From an optimization exercise on the open Yosys and OpenROAD flow, aimed at small area, a short achievable clock period and few clock cycles per item; shortcuts taken in it are not production practice. In this exercise RTL edits were held to simulation tests only and were not proved equivalent to the original. Power and IR drop assume default switching activity.

[design.v]
`default_nettype none
package kuart_pkg;
    localparam int unsigned DEFAULT_TABLE_DEPTH = 16;
    localparam int unsigned MAX_OUT             = 16;
    localparam logic [31:0] USER_LIMIT          = 32'h8000_0000;
    localparam logic [31:0] PAGE_MASK           = 32'hFFFF_F000;
    localparam logic [31:0] EXEMPT_RESET        = 32'h02B4_0020;
    localparam logic [1:0] KIND_FAULT   = 2'd0;
    localparam logic [1:0] KIND_RELEASE = 2'd1;
    localparam logic [1:0] KIND_HOLDER  = 2'd2;
    localparam logic [1:0] KIND_NONE    = 2'd3;
    localparam logic REG_TARGET = 1'b0;
    localparam logic REG_EXEMPT = 1'b1;
    localparam int unsigned S_TDATA_W = 136;
    localparam int unsigned M_TDATA_W = 40;
endpackage
`default_nettype wire
`default_nettype none
module kernel_user_access_record_table_unit #(
    parameter int unsigned TABLE_DEPTH = kuart_pkg::DEFAULT_TABLE_DEPTH
) (
    input  wire logic                   aclk,
    input  wire logic                   aresetn,
    input  wire logic                   s_tvalid,
    output logic                        s_tready,
    input  wire logic [kuart_pkg::S_TDATA_W-1:0] s_tdata,
    input  wire logic [1:0]             s_tuser,
    output logic                        m_tvalid,
    input  wire logic                   m_tready,
    output logic [kuart_pkg::M_TDATA_W-1:0] m_tdata,
    output logic                        m_tlast,
    input  wire logic                   cfg_we,
    input  wire logic                   cfg_index,
    input  wire logic [31:0]            cfg_data
);
    localparam int unsigned N = TABLE_DEPTH;
    logic [31:0] target_reg, exempt_reg;
    logic [N-1:0] valid_reg, pend_reg;
    logic [31:0] ent_ctx [N];
    logic [31:0] ent_thr [N];
    logic [30:0] ent_adr [N];
    logic [31:0] ent_pc  [N];
    logic [N-1:0] ent_thr0;
    logic        r_valid;
    logic        r_fault, r_rel, r_hold;
    logic        r_viol, r_rd, r_relok, r_thr0, r_lowpg;
    logic [31:0] r_ctx, r_thr, r_pc;
    logic [30:0] r_adr;
    logic        out_viol_reg, out_dbl_reg, out_rec_reg, out_hit_reg, out_rel_reg;
    logic        out_last_reg;
    logic [30:0] out_adr_reg;
    logic [31:0] i_ctx, i_thr, i_adr, i_pc;
    logic i_user, i_prot, i_wr, i_ac, i_ptew, i_pass;
    logic [1:0] i_rpl;
    assign i_ctx  = s_tdata[31:0];
    assign i_thr  = s_tdata[63:32];
    assign i_adr  = s_tdata[95:64];
    assign i_pc   = s_tdata[127:96];
    assign i_user = s_tdata[128];
    assign i_prot = s_tdata[129];
    assign i_wr   = s_tdata[130];
    assign i_rpl  = s_tdata[132:131];
    assign i_ac   = s_tdata[133];
    assign i_ptew = s_tdata[134];
    assign i_pass = (i_ctx == target_reg) && !i_adr[31] && i_prot &&
                    !(i_wr && !i_ptew) && !i_user && (i_rpl != 2'd3) && !i_ac;
    logic [N-1:0] m_dbl, m_rel, m_hold;
    for (genvar i = 0; i < N; i++) begin : g_cmp
        logic adr_eq, pg_eq, pc_eq, ctx_eq, thr_eq;
        assign pg_eq  = (ent_adr[i][30:12] == r_adr[30:12]);
        assign adr_eq = pg_eq && (ent_adr[i][11:0] == r_adr[11:0]);
        assign pc_eq  = (ent_pc[i] == r_pc);
        assign ctx_eq = (ent_ctx[i] == r_ctx);
        assign thr_eq = (ent_thr[i] == r_thr);
        assign m_dbl[i]  = valid_reg[i] && adr_eq && !pc_eq;
        assign m_rel[i]  = valid_reg[i] && ((ctx_eq && thr_eq) || ent_thr0[i]);
        assign m_hold[i] = valid_reg[i] && thr_eq && pg_eq;
    end
    function automatic logic [N-1:0] lowest(input logic [N-1:0] v);
        lowest = v & (~v + {{(N-1){1'b0}}, 1'b1});
    endfunction
    logic [N-1:0] free_v, free_1h, rel_v, hold_1h, sel_v, sel_1h, pend_rest;
    logic dbl_any, free_any, rec, rel_any, hold_any;
    logic out_free, go, emit_p, pend_any;
    assign free_v   = ~valid_reg & ~pend_reg;
    assign free_1h  = lowest(free_v);
    assign free_any = |free_v;
    assign dbl_any  = |m_dbl;
    assign rec      = r_rd && !dbl_any && free_any;
    assign rel_v    = r_relok ? m_rel : '0;
    assign rel_any  = |rel_v;
    assign hold_1h  = r_lowpg ? lowest(m_hold) : '0;
    assign hold_any = r_lowpg && |m_hold;
    assign pend_any = |pend_reg;
    assign out_free = !m_tvalid || m_tready;
    assign go       = r_valid && !pend_any && out_free;
    assign emit_p   = pend_any && out_free;
    assign s_tready = !r_valid || go;
    assign sel_v  = pend_any ? pend_reg : (r_hold ? hold_1h : rel_v);
    assign sel_1h = lowest(sel_v);
    assign pend_rest = sel_v & ~sel_1h;
    logic [30:0] sel_adr;
    always_comb begin
        sel_adr = '0;
        for (int i = 0; i < N; i++)
            if (sel_1h[i]) sel_adr = sel_adr | ent_adr[i];
    end
    assign m_tdata = {3'd0, 1'b0, out_adr_reg, out_rel_reg, out_hit_reg, out_rec_reg,
                      out_dbl_reg, out_viol_reg};
    assign m_tlast = out_last_reg;
    always_ff @(posedge aclk) begin
        if (!aresetn) begin
            target_reg <= 32'd0;
            exempt_reg <= kuart_pkg::EXEMPT_RESET;
            valid_reg  <= '0;
            pend_reg   <= '0;
            r_valid    <= 1'b0;
            m_tvalid   <= 1'b0;
        end else begin
            if (cfg_we) begin
                if (cfg_index == kuart_pkg::REG_TARGET) target_reg <= cfg_data;
                else                                    exempt_reg <= cfg_data;
            end
            if (s_tvalid && s_tready) r_valid <= (s_tuser != kuart_pkg::KIND_NONE);
            else if (go)              r_valid <= 1'b0;
            if (go) begin
                if (r_fault && rec) valid_reg <= valid_reg | free_1h;
                else if (r_rel)     valid_reg <= valid_reg & ~rel_v;
                else if (r_hold)    valid_reg <= valid_reg & ~hold_1h;
            end
            if (go && r_rel)  pend_reg <= pend_rest;
            else if (emit_p)  pend_reg <= pend_rest;
            if (go || emit_p)  m_tvalid <= 1'b1;
            else if (m_tready) m_tvalid <= 1'b0;
        end
    end
    always_ff @(posedge aclk) begin
        if (s_tvalid && s_tready) begin
            r_fault <= (s_tuser == kuart_pkg::KIND_FAULT);
            r_rel   <= (s_tuser == kuart_pkg::KIND_RELEASE);
            r_hold  <= (s_tuser == kuart_pkg::KIND_HOLDER);
            r_viol  <= i_pass;
            r_rd    <= i_pass && !i_wr;
            r_relok <= (i_ctx != exempt_reg);
            r_thr0  <= (i_thr == 32'd0);
            r_lowpg <= !i_adr[31];
            r_ctx   <= i_ctx;
            r_thr   <= i_thr;
            r_adr   <= i_adr[30:0];
            r_pc    <= i_pc;
        end
    end
    always_ff @(posedge aclk) begin
        if (emit_p) begin
            out_viol_reg <= 1'b0;
            out_dbl_reg  <= 1'b0;
            out_rec_reg  <= 1'b0;
            out_hit_reg  <= 1'b0;
            out_rel_reg  <= 1'b1;
            out_adr_reg  <= sel_adr;
            out_last_reg <= !(|pend_rest);
        end else if (go) begin
            out_viol_reg <= r_fault && r_viol;
            out_dbl_reg  <= r_fault && r_rd && dbl_any;
            out_rec_reg  <= r_fault && rec;
            out_hit_reg  <= r_hold && hold_any;
            out_rel_reg  <= (r_hold && hold_any) || (r_rel && rel_any);
            out_adr_reg  <= (r_hold || r_rel) ? sel_adr : 31'd0;
            out_last_reg <= !(r_rel && |pend_rest);
        end
    end
    always_ff @(posedge aclk) begin
        for (int i = 0; i < N; i++) begin
            if (free_1h[i]) begin
                ent_ctx[i]  <= r_ctx;
                ent_thr[i]  <= r_thr;
                ent_adr[i]  <= r_adr;
                ent_pc[i]   <= r_pc;
                ent_thr0[i] <= r_thr0;
            end
        end
    end
endmodule
`default_nettype wire
[run.sh]
#!/bin/bash
# synth_recipe.tcl (not shown) runs the flow's synth.tcl, then flattens the netlist and writes it again
# the make line also repeats each setting of config.mk as NAME=value (left out here)
make -C /OpenROAD-flow-scripts/flow DESIGN_CONFIG=/design/flow/config.mk WORK_HOME=/design/flow/orfs CLKGATE_MAP_FILE= SYNTH_SCRIPT=/design/flow/synth_recipe.tcl finish
[config.mk]
export PLATFORM = sky130hd
export DESIGN_NAME = kernel_user_access_record_table_unit
export DESIGN_NICKNAME = kernel_user_access_record_table_unit
export VERILOG_FILES = /design/flow/design.v
export SDC_FILE = /design/flow/constraint.sdc
export NUM_CORES = 4
export LEC_CHECK = 0
export CAP_MARGIN = 20
export CORE_MARGIN = 2
export CORE_UTILIZATION = 40
export SLEW_MARGIN = 20
[constraint.sdc]
create_clock -name core_clock -period 6.0 [get_ports {aclk}]
set_input_delay 1.2000 -clock core_clock [delete_from_list [all_inputs] [get_ports {aclk}]]
set_output_delay 1.2000 -clock core_clock [all_outputs]
set_load 0.01 [all_outputs]
==> summary.txt <==
-- layer usage --
metal | wire, um | track usage (%) | up-vias
met3 | 13100 | 2.54 | 401
met2 | 132000 | 34.3 | 1650
met1 | 125000 | 30.3 | 29600
met4 | 9330 | 7.09 | 0
li1 | - | - | 25700
met5 | 0 | 0 | -
-- worst max-delay path: stages, from the launching register on --
cell,delay [ps]
edfxtp_1,630
buf_4,360
xnor2_1,530
nand4_1,180
nor3_1,440
buf_4,240
nand4_1,240
and4_4,320
and2_4,180
a211o_1,330
and3_1,340
buf_12,210
a221o_1,350
a2111oi_2,480
buf_4,210
a41oi_1,190
-- cells by family after synthesis --
group           Yosys count  synth area share (%)
flops                  2317                  68.5
buf+inv                 383                  1.85
compound gates          471                  3.85
other cells               1               0.00374
xor+xnor               2093                  18.3
simple gates           1348                  7.53
-- synth_stat cells, drive strengths merged (4+ instances only) --
master,number
a21oi,68
nor3b,4
clkbuf,147
and3,9
nand4,358
a41oi,35
o211ai,4
a221oi,32
or4b,5
nand3,72
o221ai,4
and4b,6
and4,6
a31oi,4
nor2b,19
nor3,40
o21ai,35
nor4b,15
a2111oi,31
xor2,945
and2,42
nor2,114
nand2b,33
edfxtp,2215
inv,16
nor4,335
a221o,60
a22o,63
buf,220
a211oi,10
nand2,278
a22oi,8
a211o,7
o21a,7
xnor2,1148
dfxtp,102
a21boi,74
-- power by group through the flow --
stage,Clock (mW),Combinational (mW),Sequential [mW]
finish,14.3,2.13,18.3
global route,15.2,2.30,18.3
CTS,14.6,2.16,18.3
detailed placement,0,2.15,18.6
global placement,0,2.12,18.6
floorplan,0,1.25,18.5
-- per-stage QoR --
step	total power, mW	setup TNS (ps)	hold slack, ps	util (%)	instance area [sq um]
detailed placement	20.7	0	460	43.8	109000
global placement	20.7	0	447	43.8	109000
global route	35.8	0	494	46.8	117000
CTS	35.0	0	480	46.8	117000
floorplan	19.8	-827940	426	-	100000
finish	34.7	0	475	46.8	117000
-- area by class of cell --
class	count	area (sq um)	area share, %
diodes	5	12.5	0.0107
clock buffers	299	6250	5.36
clock inverters	146	1230	1.06
inverters	16	65.1	0.0558
multi-input cells	3916	30100	25.8
flip-flops and latches	2317	68600	58.8
well taps	3330	4170	3.57
repair buffers	669	6230	5.34
-- path summary, 6_finish.rpt --
kind                        from              end  slack [ps]
hold / removal    target_reg[27]   target_reg[27]         480
hold reg to reg   target_reg[27]   target_reg[27]         480
setup / recovery       r_adr[15]  out_adr_reg[22]         410
setup reg to reg       r_adr[15]  out_adr_reg[22]         410
==> impl_metrics.json <==
{
  "htreeDepth": 4,
  "fin_skew_ps": 86.7,
  "worstSkewPairLatency_ps": 890,
  "maxSlewHeadroom_pct": 22.3,
  "status": "finished clean",
  "cts_buffers": 239,
  "worstPathArrival_ps": 6140,
  "synth_cell_type_count": 78,
  "power_density_nw_per_um2": 298,
  "num_vias": 57300,
  "p_int_mw": 26.8,
  "worstPathRequired_ps": 6550,
  "period_share_pct": 93.1,
  "worstRegToRegCells": 15,
  "p_switching_mw": 7.85,
  "synth-seq-cells": 2317,
  "antenna_found_initial": 7,
  "area_growth_pct": 16.4,
  "post_drt_wl_per_cell_um": 26.1,
  "std_cell_rows": 183,
  "cts_hold_buf": 0,
  "final_cell_mix": "edfxtp_1, xnor2_1, xor2_1, buf_4, nand4_1",
  "grt_max_degree": 130,
  "path_class": "flop to flop",
  "initial_utilization_pct": 40.2,
  "port_buffers": 213,
  "async_flop_share_pct": 0,
  "dp_slack_ps": 639,
  "grt_overflow": 0,
  "synth_top_cell_area_share_pct": 66.4,
  "top_regs": "ent_ctx (512), ent_pc (512), ent_thr (512)",
  "coreArea_sq_um": 249000,
  "tightestPinTransition_ps": 1170,
  "post_cts_resized": 0,
  "num_io_pins": 219,
  "yosysTopAreaCell": "edfxtp_1",
  "max_freq_mhz": 179,
  "drc": 0,
  "grt_pass1_vias": 55900,
  "ys_seq_area_share_pct": 68.5,
  "hpwl_mm": 189,
  "syn_area_per_cell_sq_um": 15.1,
  "finalSetupViolCount": 0,
  "die_area_sq_um": 254000,
  "drt_iter0_drc": 5547,
  "netlist_instances": 6613,
  "fillers": 21500,
  "drtAntennaViolNets": 0,
  "fin_nets": 7335,
  "syn-cell-area_sq_um": 100000,
  "hp-class": "flop to flop",
  "final_cells": 10700,
  "slew_violations": 0,
  "clock-root-buffer": "clkbuf_16",
  "cp-start-kind": "flop",
  "vias_per_cell": 5.36,
  "max_cap_violations": 0,
  "grt_pass1_wl_mm": 402,
  "finalCriticalPeriod_ps": 5590,
  "ys_warn_count": 5,
  "dp_cells": 10200,
  "setup_ws_ps": 414,
  "cts_tree": "done",
  "swShare_pct": 22.6,
  "cts.sinks": 2317,
  "die_width_um": 504,
  "seq_power_share_pct": 52.6,
  "dr.pass1.iters": 5,
  "track_usage_pct": 21.4,
  "place.gp.congestion": 0.925,
  "hold_viol": 0,
  "p_clk_share_pct": 41.2,
  "holdPathStages": 2,
  "endpoint_kind": "flop",
  "die_h_um": 504,
  "wirelength_mm": 279,
  "clk_pin_slew_worst_paths_ps": 60,
  "p_leak_nw": 37.0,
  "synth_edf_count": 2215,
  "drive_gt1_share_pct": 11.7,
  "ys.flop_type": "edfxtp_1",
  "rsz0062_at_grt": "false",
  "pwr-share-comb_pct": 6.1,
  "synth_area_leaders": "edfxtp_1, xnor2_1, xor2_1",
  "crit_fanout": 26,
  "clockBufferDepth": 3,
  "layout_commonest_cell": "edfxtp_1",
  "ir_drop_mv": 0.313,
  "post_cts_buffers": 0
}
Testbench counts, summed over its fixed seeds: cycles 5,223, items 4,800.

==> what the ideal ports hide <==
The results above use ideal ports. As a check the final layout listed here was re-extracted and re-timed, cells and wires unchanged.
Step 1 assumes that a clkbuf_16 drives the clock port and a buf_2 every other input.
Step 2 times the ports against the registers' clock, not the clock port: input delays grow and output delays shrink by t, the midpoint of the rising clock arrivals with the driver on.
Three values: ideal, step 1, step 2; two values: the first two.
t (ns): 0.931
setup slack, ns: 0.414 / 0.414 / 0.414
hold slack, ns: 0.475 / 0.475 / 0.475
latest minus earliest clock arrival (ns): 0.087 / 0.088
cell pins on the clock port's net: 1
After both steps this run still meets setup and hold. For this run, drivers alone change the setup slack by 0.000 ns; drivers and shift together by 0.000 ns.
